This is an optimization exercise on Yosys and OpenROAD, whose aim is small area, not a production implementation.
Function was checked by simulation only, so behaviour that the tests miss may differ from the original.
No activity file was given, so power comes from the tool's default toggle rates.

## udp_stream_top
module udp_stream_top
(
    input  wire logic      m00_axis_aclk,
    input  wire logic      m00_axis_aresetn,
    input  wire logic      wr_valid,
    input  udp_regs_pkg::reg_addr_t      wr_addr,
    input  udp_regs_pkg::reg_data_t      wr_data,
    output logic           wr_ready,
    input  wire logic      rd_valid,
    input  udp_regs_pkg::reg_addr_t      rd_addr,
    output logic           rd_ready,
    output logic           rdata_valid,
    output udp_regs_pkg::reg_data_t      rdata,
    input  wire logic      rdata_ready,
    output logic           m00_axis_tvalid,
    output udp_frame_pkg::axis_data_t     m00_axis_tdata,
    output udp_frame_pkg::axis_keep_t     m00_axis_tkeep,
    output logic           m00_axis_tlast,
    input  wire logic      m00_axis_tready
);
Size in the first run: roughly 1500 cells after synthesis, about 460 flip-flops, about 160 I/O pins.
Settings: LEC_CHECK=0, CAP_MARGIN=20, CORE_MARGIN=2, CORE_UTILIZATION=60, SLEW_MARGIN=20; clock period 10.0 ns.
standard.sh (not shown) runs the stock make flow with config.mk's settings and CLKGATE_MAP_FILE= SYNTH_SCRIPT=/design/flow/synth_recipe.tcl, a recipe that flattens the netlist after the stock synthesis.
==> flow/flow/run.sh <==
#!/bin/bash
# Standard layout, with two changes: the port buffers are the smallest
# buffer cell, and the clock tree uses small clock buffers in larger
# sink clusters, without dummy loads.
set -euo pipefail
export BUFFER_PORTS_ARGS="-buffer_cell sky130_fd_sc_hd__buf_1"
export CTS_ARGS="-sink_clustering_enable -repair_clock_nets -buf_list sky130_fd_sc_hd__clkbuf_4 -sink_clustering_size 8 -sink_clustering_max_diameter 40 -dont_use_dummy_load"
bash standard.sh > standard_flow.log 2>&1
==> next run, changes <==
==> flow/flow/run.sh (replaced) <==
#!/bin/bash
# Standard layout, with two changes: the port buffers are the smallest
# buffer cell, and the clock tree uses small clock buffers in larger
# sink clusters, without dummy loads.
set -euo pipefail
export BUFFER_PORTS_ARGS="-buffer_cell sky130_fd_sc_hd__buf_1"
export CTS_ARGS="-sink_clustering_enable -repair_clock_nets -buf_list sky130_fd_sc_hd__clkbuf_4 -sink_clustering_size 10 -sink_clustering_max_diameter 50 -dont_use_dummy_load"
bash standard.sh > standard_flow.log 2>&1
Outcome: The new run completed without violations. Fmax climbs by about 0.7%. Die area does not change. Count of clock-buffer cells in the layout came out lower by 18. Sequential cell count stays the same. Routed wire length is lower by about 0.5%.
==> next run, changes <==
Settings changed: CORE_UTILIZATION 60 to 72, GPL_TIMING_DRIVEN from default to 0.
Outcome:
- The new run finished clean
- power rises by a few percent
- critical path depth came out higher by 1
- via count rose by a few percent
- register-to-register slack is worse by 1400 ps
- sequential power stays flat
- clock-buffer cell count does not change
- core utilization increases by 14 points
- worst setup slack gets worse by 730 ps
- sequential cell count does not change
- wire length came out higher by a few percent
- die area is lower by about a fifth


Setup of indigo:
udp_stream_top, a different RTL version from the one above (not shown whole).
For scale: ~1600 cells after synthesis, roughly 160 I/O pins.
export LEC_CHECK = 0
export CAP_MARGIN = 20
export CORE_MARGIN = 2
export CORE_UTILIZATION = 60
export SLEW_MARGIN = 20
create_clock -name core_clock -period 10.0 [get_ports {m00_axis_aclk}]
==> flow/flow/run.sh <==
#!/bin/bash
# Standard layout, with two changes: the port buffers are the smallest
# buffer cell, and the clock tree uses small clock buffers in larger
# sink clusters, without dummy loads.
set -euo pipefail
export BUFFER_PORTS_ARGS="-buffer_cell sky130_fd_sc_hd__buf_1"
export RECOVER_POWER=100
export CTS_ARGS="-sink_clustering_enable -repair_clock_nets -buf_list sky130_fd_sc_hd__clkbuf_4 -sink_clustering_size 10 -sink_clustering_max_diameter 50 -dont_use_dummy_load"
bash standard.sh > standard_flow.log 2>&1
Completing all stages was not enough for indigo: its layout failed the final checks because of max-capacitance violations, max-slew violations.
Input changes introduced in xenon (baseline for comparison: indigo):
==> flow/flow/run.sh <==
#!/bin/bash
# Standard layout, with two changes: the port buffers are the smallest
# buffer cell, and the clock tree uses small clock buffers in larger
# sink clusters, without dummy loads.
set -euo pipefail
export BUFFER_PORTS_ARGS="-buffer_cell sky130_fd_sc_hd__buf_1"
export CTS_ARGS="-sink_clustering_enable -repair_clock_nets -buf_list sky130_fd_sc_hd__clkbuf_4 -sink_clustering_size 10 -sink_clustering_max_diameter 50 -dont_use_dummy_load"
bash standard.sh > standard_flow.log 2>&1
Notes after the runs:
xenon: PASS, flow complete, no timing, DRC or antenna violations. Final cell area: xenon above indigo. On xenon: final design utilization is 0.39 points higher than what indigo gave. The via density per instance of indigo and that of xenon are within noise of each other. Clock power across xenon and indigo: no real change. [xenon vs indigo] hold slack: higher in xenon. Compared with indigo, in xenon switching power essentially unchanged; clock distribution area overhead in the final layout essentially unchanged.
Inputs modified between xenon and zinc:
==> flow/flow/run.sh <==
#!/bin/bash
# Standard layout, with two changes: the port buffers are the smallest
# buffer cell, and the clock tree uses small clock buffers in larger
# sink clusters, without dummy loads.
set -euo pipefail
export BUFFER_PORTS_ARGS="-buffer_cell sky130_fd_sc_hd__buf_1"
export CTS_ARGS="-sink_clustering_enable -repair_clock_nets -buf_list sky130_fd_sc_hd__clkbuf_8 -sink_clustering_size 16 -sink_clustering_max_diameter 60 -dont_use_dummy_load"
bash standard.sh > standard_flow.log 2>&1
Diff xenon..zinc | cell area reported after detailed placement | unchanged
On cell area after layout, xenon beats zinc.
In terms of detail-routed net length per standard cell, xenon and zinc differ only marginally.
Sort zinc and xenon by proportion of power drawn by combinational gates, ascending, and zinc comes first.
[diff] worst slack on hold paths, zinc relative to xenon: improvement


Setup of run A:
udp_stream_top, a different RTL version from the one above (not shown whole).
Size in the first run: about 460 flip-flops, roughly 160 I/O pins.
Settings: LEC_CHECK=0, CAP_MARGIN=20, CORE_MARGIN=2, CORE_UTILIZATION=70, SLEW_MARGIN=20; clock period 10.0 ns.
==> flow/flow/run.sh <==
#!/bin/bash
# The standard layout (standard.sh, standard synthesis unchanged), with
# two changes:
# - every port still gets a buffer, but the smallest buffer cell (buf_1);
# - the clock tree uses clkbuf_4 buffers, sink clusters of up to 10 flops
#   within 50 um, and no dummy loads.
# The make output goes to standard_flow.log; ORFS keeps each step's log
# under orfs/logs/.
set -euo pipefail
export BUFFER_PORTS_ARGS="-buffer_cell sky130_fd_sc_hd__buf_1"
export CTS_ARGS="-sink_clustering_enable -repair_clock_nets -buf_list sky130_fd_sc_hd__clkbuf_4 -sink_clustering_size 10 -sink_clustering_max_diameter 50 -dont_use_dummy_load"
bash standard.sh > standard_flow.log 2>&1
What run B does differently from run A at the input level:
Settings: changing CORE_UTILIZATION from 70 to 60.
Results
Run B ended up with a higher cell count than run A did.
In run B, the combinational group share of total power came out 0.2 points above the value in run A.
Going from run A to run B, clock network fraction of total power grows by 0.2 points.
Looking at run A and run B, the number of nets in the finished design is a wash.
Relative to run A, the global-route wire length before repair of run B is higher by 2.9 mm.
Total power draw: run B vs run A, no meaningful difference
On run B: minimum hold slack is 14 ps lower than what run A gave.
Relative to run B, the following input files were edited for run C:
==> flow/flow/run.sh <==
#!/bin/bash
# Standard layout, with two changes: the port buffers are the smallest
# buffer cell, and the clock tree uses small clock buffers in larger
# sink clusters, without dummy loads.
set -euo pipefail
export BUFFER_PORTS_ARGS="-buffer_cell sky130_fd_sc_hd__buf_1"
export CTS_ARGS="-sink_clustering_enable -repair_clock_nets -buf_list sky130_fd_sc_hd__clkbuf_4 -sink_clustering_size 10 -sink_clustering_max_diameter 50 -dont_use_dummy_load"
bash standard.sh > standard_flow.log 2>&1
Results
Fraction of area in registers came out exactly the same in run C and run B. Compared run C against run B; combinational cell fraction of total power within noise. Power: run B vs run C identical. Run C against run B: part of the power in the clock network ~0 delta; port buffer count shows no meaningful change. Diff run C..run B | post-synthesis share of cell area spent on and, or, nand and nor gates | unchanged.

==> what the ideal ports hide <==
The results above use ideal ports. As a check the final layouts listed here were re-extracted and re-timed, cells and wires unchanged. Step 1: set_driving_cell puts a clkbuf_16 on m00_axis_aclk and a buf_2 on each other input, an assumption about the parent block. Step 2 times the ports against the registers' clock, not the clock port: input delays grow and output delays shrink by t, the midpoint of the rising clock arrivals with the driver on. Slacks: ideal / step 1 / step 2; pairs: ideal / step 1.
run	shift t [ns]	setup WS [ns]	worst setup path at the end
the first run of note 1	0.726	2.225 / 2.254 / 1.528	input to register
the second run of note 1	0.774	2.276 / 2.305 / 1.531	input to register
the third run of note 1	0.726	1.547 / 1.547 / 1.123	input to register
indigo	0.845	0.767 / 0.767 / 0.767	register to register
xenon	0.847	0.758 / 0.758 / 0.758	register to register
zinc	0.650	0.727 / 0.727 / 0.727	register to register
run A	0.759	2.294 / 2.322 / 1.562	input to register
run B	0.845	2.497 / 2.492 / 1.682	input to register
run C	0.845	2.497 / 2.492 / 1.682	input to register
